From an optimization exercise on the open Yosys and OpenROAD flow, aimed at small area, a short achievable clock period and few clock cycles; shortcuts taken in it are not production practice.
Only the layout flow was run in this run; the RTL was not checked for function there.
Power figures rest on the tool's default switching activity, not on a simulated workload.

==> design/flow/design.v <==
package rt_pkg;
    localparam int unsigned CAMERA_IW = 16;
    localparam int unsigned CAMERA_QW = 16;
    localparam int unsigned CAMERA_WL = CAMERA_IW + CAMERA_QW;
endpackage
module rt_rgu #(
    parameter int unsigned WL = rt_pkg::CAMERA_WL
) (
    input  logic [WL-1:0] base,
    input  logic [WL-1:0] delta,
    input  logic          cin,
    output logic [WL-1:0] next
);
    localparam int unsigned LV = $clog2(WL);
    logic [(LV+1)*WL-1:0] g, p;
    logic [WL-1:0]        hp;
    assign hp = base ^ delta;
    always_comb begin
        g = '0;
        p = '0;
        g[WL-1:0] = base & delta;
        p[WL-1:0] = hp;
        g[0] = (base[0] & delta[0]) | (hp[0] & cin);
        for (int l = 0; l < LV; l++) begin
            for (int i = 0; i < WL; i++) begin
                if (((i >> l) & 1) == 1) begin
                    g[(l+1)*WL + i] = g[l*WL + i]
                                    | (p[l*WL + i] & g[l*WL + ((i >> l) << l) - 1]);
                    p[(l+1)*WL + i] = p[l*WL + i] & p[l*WL + ((i >> l) << l) - 1];
                end else begin
                    g[(l+1)*WL + i] = g[l*WL + i];
                    p[(l+1)*WL + i] = p[l*WL + i];
                end
            end
        end
        next = hp ^ {g[LV*WL +: WL-1], cin};
    end
endmodule
module rt_frag_stream #(
    parameter int unsigned IW = rt_pkg::CAMERA_IW,
    parameter int unsigned QW = rt_pkg::CAMERA_QW
) (
    input  logic          clk,
    input  logic          resetn,
    input  logic          start,
    input  logic          abort,
    output logic          busy,
    output logic          done,
    input  logic [31:0]   image_width,
    input  logic [31:0]   image_height,
    input  logic [31:0]   camera_center_x,
    input  logic [31:0]   camera_center_y,
    input  logic [31:0]   camera_center_z,
    input  logic [31:0]   pixel_delta_u_x,
    input  logic [31:0]   pixel_delta_u_y,
    input  logic [31:0]   pixel_delta_u_z,
    input  logic [31:0]   pixel_delta_v_x,
    input  logic [31:0]   pixel_delta_v_y,
    input  logic [31:0]   pixel_delta_v_z,
    input  logic [31:0]   pixel_00_loc_x,
    input  logic [31:0]   pixel_00_loc_y,
    input  logic [31:0]   pixel_00_loc_z,
    output logic          m_valid,
    input  logic          m_ready,
    output logic [31:0]   m_data,
    output logic          m_last
);
    logic [IW-1:0] img_w, img_h;
    logic          unused_bits;
    logic busy_q, init_q, valid_q, done_q;
    logic          lc_q, lcn_q, lr_q, last_q, w1_q;
    logic [IW-1:0] xrem_q, yrem_q, w_q;
    logic [31:0]   acc_q, row_q, step_q;
    logic          idle, hs, adv, row_start, row_adv, lc_a, lr_a, lc_d;
    logic [IW-1:0] xdec, ydec;
    logic [31:0]   sum;
    assign img_w = image_width[QW +: IW];
    assign img_h = image_height[QW +: IW];
    assign unused_bits = ^{image_width[QW-1:0], image_height[QW-1:0],
                           camera_center_y, camera_center_z,
                           pixel_delta_u_y, pixel_delta_u_z,
                           pixel_delta_v_y, pixel_delta_v_z,
                           pixel_00_loc_y, pixel_00_loc_z};
    assign idle      = ~(init_q | valid_q);
    assign hs        = valid_q & m_ready;
    assign adv       = init_q | hs;
    assign row_start = init_q | lc_q;
    assign xdec      = xrem_q - IW'(1);
    assign ydec      = yrem_q - IW'(1);
    rt_rgu #(
        .WL (32)
    ) u_rgu (
        .base  ({lcn_q ? acc_q[31:16] : row_q[31:16], lc_q ? row_q[15:0] : acc_q[15:0]}),
        .delta (step_q),
        .cin   (init_q),
        .next  (sum)
    );
    always_comb begin
        lc_a = lc_q ? w1_q : (xrem_q == IW'(2));
        lr_a = row_start ? (yrem_q == IW'(1)) : lr_q;
    end
    always_ff @(posedge clk or negedge resetn) begin
        if (!resetn) begin
            busy_q  <= 1'b0;
            init_q  <= 1'b0;
            valid_q <= 1'b0;
            done_q  <= 1'b0;
        end else begin
            done_q <= 1'b0;
            init_q <= 1'b0;
            if (abort) begin
                busy_q  <= 1'b0;
                valid_q <= 1'b0;
            end else if (!busy_q) begin
                if (start) begin
                    if (img_w != '0 && img_h != '0) begin
                        busy_q <= 1'b1;
                        init_q <= 1'b1;
                    end else begin
                        done_q <= 1'b1;
                    end
                end
            end else if (init_q) begin
                valid_q <= 1'b1;
            end else if (hs && last_q) begin
                busy_q  <= 1'b0;
                valid_q <= 1'b0;
                done_q  <= 1'b1;
            end
        end
    end
    assign row_adv = adv & row_start;
    assign lc_d    = idle | (adv ? lc_a : lc_q);
    always_ff @(posedge clk) begin
        step_q <= lc_d ? (idle ? ~camera_center_x : pixel_delta_v_x) : pixel_delta_u_x;
        row_q  <= row_adv ? sum : (idle ? pixel_00_loc_x : row_q);
        yrem_q <= row_adv ? ydec : (idle ? img_h : yrem_q);
        lc_q   <= lc_d;
        lcn_q  <= ~lc_d;
        if (idle) begin
            w_q    <= img_w;
            w1_q   <= (img_w == IW'(1));
        end
        if (adv) begin
            acc_q  <= sum;
            xrem_q <= lc_q ? w_q : xdec;
            lr_q   <= lr_a;
            last_q <= lc_a & lr_a;
        end
    end
    assign busy    = busy_q;
    assign done    = done_q;
    assign m_valid = valid_q;
    assign m_data  = acc_q;
    assign m_last  = last_q;
endmodule
==> design/flow/flow/run.sh <==
#!/bin/bash
# Standard ORFS layout with small port buffers, a compact clock tree and a
# tighter setup target for the resizer's timing repair. Each ORFS step keeps
# its full log under orfs/logs; make's own output goes to standard_make.log.
set -euo pipefail
export BUFFER_PORTS_ARGS="-buffer_cell sky130_fd_sc_hd__buf_1"
export CTS_ARGS="-sink_clustering_enable -repair_clock_nets -buf_list {sky130_fd_sc_hd__clkbuf_8} -sink_clustering_size 30 -sink_clustering_max_diameter 100 -dont_use_dummy_load"
bash standard.sh BUFFER_PORTS_ARGS="$BUFFER_PORTS_ARGS" CTS_ARGS="$CTS_ARGS" SETUP_SLACK_MARGIN=7.0 finish > standard_make.log 2>&1
==> design/flow/standard.sh <==
#!/bin/bash
# synth_recipe.tcl (not shown) runs the flow's synth.tcl, then flattens the netlist and writes it again
# the make line also repeats each setting of config.mk as NAME=value (left out here)
make -C /OpenROAD-flow-scripts/flow DESIGN_CONFIG=/design/flow/config.mk WORK_HOME=/design/flow/orfs CLKGATE_MAP_FILE= SYNTH_SCRIPT=/design/flow/synth_recipe.tcl "${@:-finish}"
==> design/flow/config.mk <==
export PLATFORM = sky130hd
export DESIGN_NAME = rt_frag_stream
export DESIGN_NICKNAME = rt_frag_stream
export VERILOG_FILES = /design/flow/design.v
export SDC_FILE = /design/flow/constraint.sdc
export NUM_CORES = 4
export LEC_CHECK = 0
export CAP_MARGIN = 20
export CORE_MARGIN = 2
export CORE_UTILIZATION = 40
export SLEW_MARGIN = 20
export TNS_END_PERCENT = 0
==> design/flow/constraint.sdc <==
create_clock -name core_clock -period 10.0 [get_ports {clk}]
set_input_delay 2.0000 -clock core_clock [delete_from_list [all_inputs] [get_ports {clk}]]
set_output_delay 2.0000 -clock core_clock [all_outputs]
set_load 0.01 [all_outputs]
==> notes.md <==
[timing repair]
action                                  4_1_cts  5_1_grt
endpoints found under the setup margin      184      177
gates resized for setup                      17       11
setup buffers                                 6        0
gates cloned                                  4        0
pin swaps                                    10        7
hold buffers                                  0        0
[path summary, 6_finish.rpt]
path | slack, ps | start | cells after the start | endpoint
worst max register to register | 6780 | lc_q$_DFF_P_ | 10 | row_q[16]$_DFFE_PP_
worst min-delay path | 530 | w_q[0]$_DFFE_PP_ | 2 | xrem_q[0]$_DFFE_PN_
max in group asynchronous | 8370 | resetn | 1 | init_q$_DFF_PN0_
min in group asynchronous | 1420 | resetn | 1 | init_q$_DFF_PN0_
worst max-delay path | 6740 | m_ready | 6 | row_q[23]$_DFFE_PP_
worst min register to register | 530 | w_q[0]$_DFFE_PP_ | 2 | xrem_q[0]$_DFFE_PN_
[final cells by class]
class / count / area [sq um]
Antenna cell: 1 / 2.50
Clock buffer: 17 / 234
Fill cell: 1974 / 10400
Inverter: 28 / 105
Multi-Input combinational cell: 518 / 3800
Sequential cell: 153 / 4240
Tap cell: 270 / 338
Timing Repair Buffer: 211 / 912
[kinds of logic after synthesis]
| group | after synthesis | synth area share [%] |
|---|---|---|
| compound gates | 167 | 13.2 |
| xor+xnor | 49 | 5.31 |
| simple gates | 201 | 11.3 |
| buf+inv | 58 | 2.91 |
| mux | 60 | 8.30 |
| flops | 153 | 52.4 |
| fa+ha+maj | 39 | 6.59 |
[synthesized netlist by cell type (2+ instances only)]
master / n
inv_1: 28
nand2_1: 52
dfxtp_1: 34
clkbuf_1: 19
a21o_1: 11
edfxtp_1: 115
o21a_1: 3
o31a_1: 2
mux2_2: 56
xnor2_1: 38
nor4_1: 16
and2_1: 2
a21boi_0: 2
and3_1: 4
ha_1: 33
nand4_1: 4
o211ai_2: 2
fa_1: 6
o21ai_0: 41
dfrtp_1: 4
a21o_2: 2
nand3_1: 5
nor3_1: 16
buf_2: 5
nor2b_1: 8
buf_1: 4
a31oi_1: 2
nor2_1: 85
or2_2: 2
a21oi_1: 79
a211oi_2: 2
mux2i_1: 4
xor2_1: 11
[layer usage]
metal | track usage, % | vias to the layer above | part of all wire (%) | routed length [microns]
met5 | 0 | - | 0 | 0
met4 | 3.50 | 0 | 0.57 | 110
met3 | 5.16 | 5 | 5.7 | 1100
met2 | 31.1 | 165 | 48 | 9230
met1 | 24.3 | 2816 | 46 | 8980
li1 | - | 3036 | - | -
[state kept, by name, summed over array words and instances (netlist names)]
name	cells
done_q	1
acc_q	32
busy_q	1
lr_q	1
w1_q	1
row_q	32
last_q	1
w_q	16
init_q	1
lc_q	1
lcn_q	1
xrem_q	16
step_q	32
valid_q	1
yrem_q	16
[placed cells by master, fill, tap and decap left out, types with 3 or more instances in the layout]
master    Yosys  routed
and3_1        4       4
dfrtp_1       4       3
dfxtp_1      34      32
mux2_2       56      56
nor4_1       16      16
buf_4         1       6
buf_1         4     200
o21ai_0      41      40
clkbuf_8      0      17
fa_1          6       4
edfxtp_1    115     115
nand2_8       0       5
xnor2_1      38      38
nor3_1       16      16
inv_1        28      27
nor2_1       85      85
nand3_1       5       5
nand2_1      52      47
a21o_1       11      11
o21a_1        3       3
nand4_1       4       4
nor2b_1       8       8
xor2_1       11      11
a21oi_1      79      79
ha_1         33      31
[where the power goes]
| part | switching [uW] | internal [uW] |
|---|---|---|
| clock | 195 | 150 |
| combinational | 321 | 270 |
| sequential | 45.1 | 821 |
[metrics by stage]
stage | util (%) | power, uW | setup WS, ps | hold slack (ps) | instances
after CTS | 47.7 | 1810 | 6720 | 535 | 1197
after detailed placement | 45.5 | 1450 | 5670 | 517 | 1170
after global routing | 48.1 | 1920 | 6650 | 559 | 1197
after floorplan | - | 1300 | 6750 | 499 | 727
after global placement | 45.5 | 1440 | 5670 | 504 | 1170
final | 48.1 | 1800 | 6740 | 533 | 1198
[worst max-delay path, cell delays in order]
cell and delay (ps):
buf_1 190, nand2_8 110, nand2_8 260, nand2_8 360
and2_1 310, a41o_1 190
==> qor.csv <==
stage;metric;value;unit
logic_synthesis;synth_area;0.00808;sq mm
logic_synthesis;synth_cells;727;
logic_synthesis;yosysTopAreaCell;edfxtp_1;
worst_setup_path;critPathKind;input pin to flip-flop;
clock_network;clockBufferDepth;2;
logic_synthesis;yosysSeqAreaShare;52.4;%
routing;drc;0;
floorplan;initial_core_util;40.3;%
global_routing;grt_max_degree;70;
timing;hold_viol_final;0;
timing;rsz0062_at_grt;true;
final_layout;area_delta_synth_final;19.1;%
global_routing;first_global_vias;5932;
placed_design;post-dp-hpwl;13.4;mm
worst_setup_path;crit_path_start_kind;input pin;
routing;wl;19.4;mm
power;power.leakage;0.00355;uW
clock_network;cts_root_buf;clkbuf_8;
routing;first_pass_iters;4;
clock_network;clk_latency;440;ps
final_layout;nets;1421;
routing;viasPerCell;5.03;
worst_setup_path;end_kind;flip-flop;
timing;setup_viol;0;
timing;worstMarginPinSlew;788;ps
floorplan;num_io_pins;489;
floorplan;core_area;0.0200;sq mm
floorplan;die-width;146;microns
worst_hold_path;worstHoldPathType;flip-flop to flip-flop;
routing;ant_nets;0;
clock_network;htree_levels;4;
flow_run;maxCapViolations;0;
floorplan;die_area;0.0214;sq mm
placed_design;port_buffers;200;
timing;max_freq;307;MHz
timing;finalMaxSlewViolations;0;
clock_network;cts_tree;built;
worst_setup_path;arrival;3430;ps
worst_setup_path;worst_ep_required_time;10180;ps
placed_design;dpl_cell_area;0.00913;sq mm
timing;period_minus_slack;3260;ps
logic_synthesis;ys_seq_elements;153;
timing;tns;0;ps
routing;wire_per_inst;16.2;microns
logic_synthesis;syn_area_per_cell;11.1;sq um
final_layout;drive_gt1_share;13.6;%
global_routing;grt-ovfl-total;0;
logic_synthesis;netlist_top_cells_area;edfxtp_1, dfxtp_1, mux2_2, ha_1, a21oi_1;
timing;finClkSkew;33.9;ps
logic_synthesis;synth_edf_count;115;
routing;via_count;6022;
power;ir_drop;0.0000766;V
timing;maxSlewHeadroom;47.4;%
logic_synthesis;async_flop_share;2.61;%
worst_setup_path;crit_fanout;69;
global_routing;antenna_found_initial;1;
logic_synthesis;ys_warn_count;2;
routing;drtIter0Drc;271;
power;powerDensity;187;mW/mm^2
clock_network;clk_pin_slew;70;ps
status;status;complete, no violations;
clock_network;clkSinkCount;153;
global_routing;grt_first_pass_wirelength;30.7;mm
floorplan;die_h;146;microns
clock_network;cts_made_buffers;17;
logic_synthesis;synth_flop_cell;edfxtp_1;
logic_synthesis;synth_top_area_share;42.7;%
logic_synthesis;ys_types;63;
logic_synthesis;synthesis.nets;1219;
final_layout;final_cell_area;0.00963;sq mm
timing;min_period_over_period;32.6;%
floorplan;num_rows;52;
global_routing;gr-usage-all-layers;18.5;%
placed_design;gp_congestion;0.801;

==> static timing again, ports no longer ideal <==
No port has a modelled driver above. Below, the same layout with a new extraction and two added sets of constraints.
Step 1 sets driving cells, clkbuf_16 on the clock port and buf_2 on the other inputs (assumed; they add their load-dependent delay and slew).
Step 2 adds t to the input delays and takes it off the output delays; t is the mean of the earliest and latest rising clock arrival at the registers after step 1. Input paths then give back, and output paths get back, about the clock's delay inside the block.
Three values: ideal ports, drivers, drivers and shift; two values: the first two.
shift t [ns]: 0.466
setup slack, ns: 6.744 / 6.753 / 6.287
hold WS [ns]: 0.533 / 0.533 / 0.533
slew at the worst register clock pin (ns): 0.09 / 0.09
After both steps this run still meets setup and hold. The setup slack of this run moves by +0.009 ns with the drivers and by -0.457 ns with both steps.
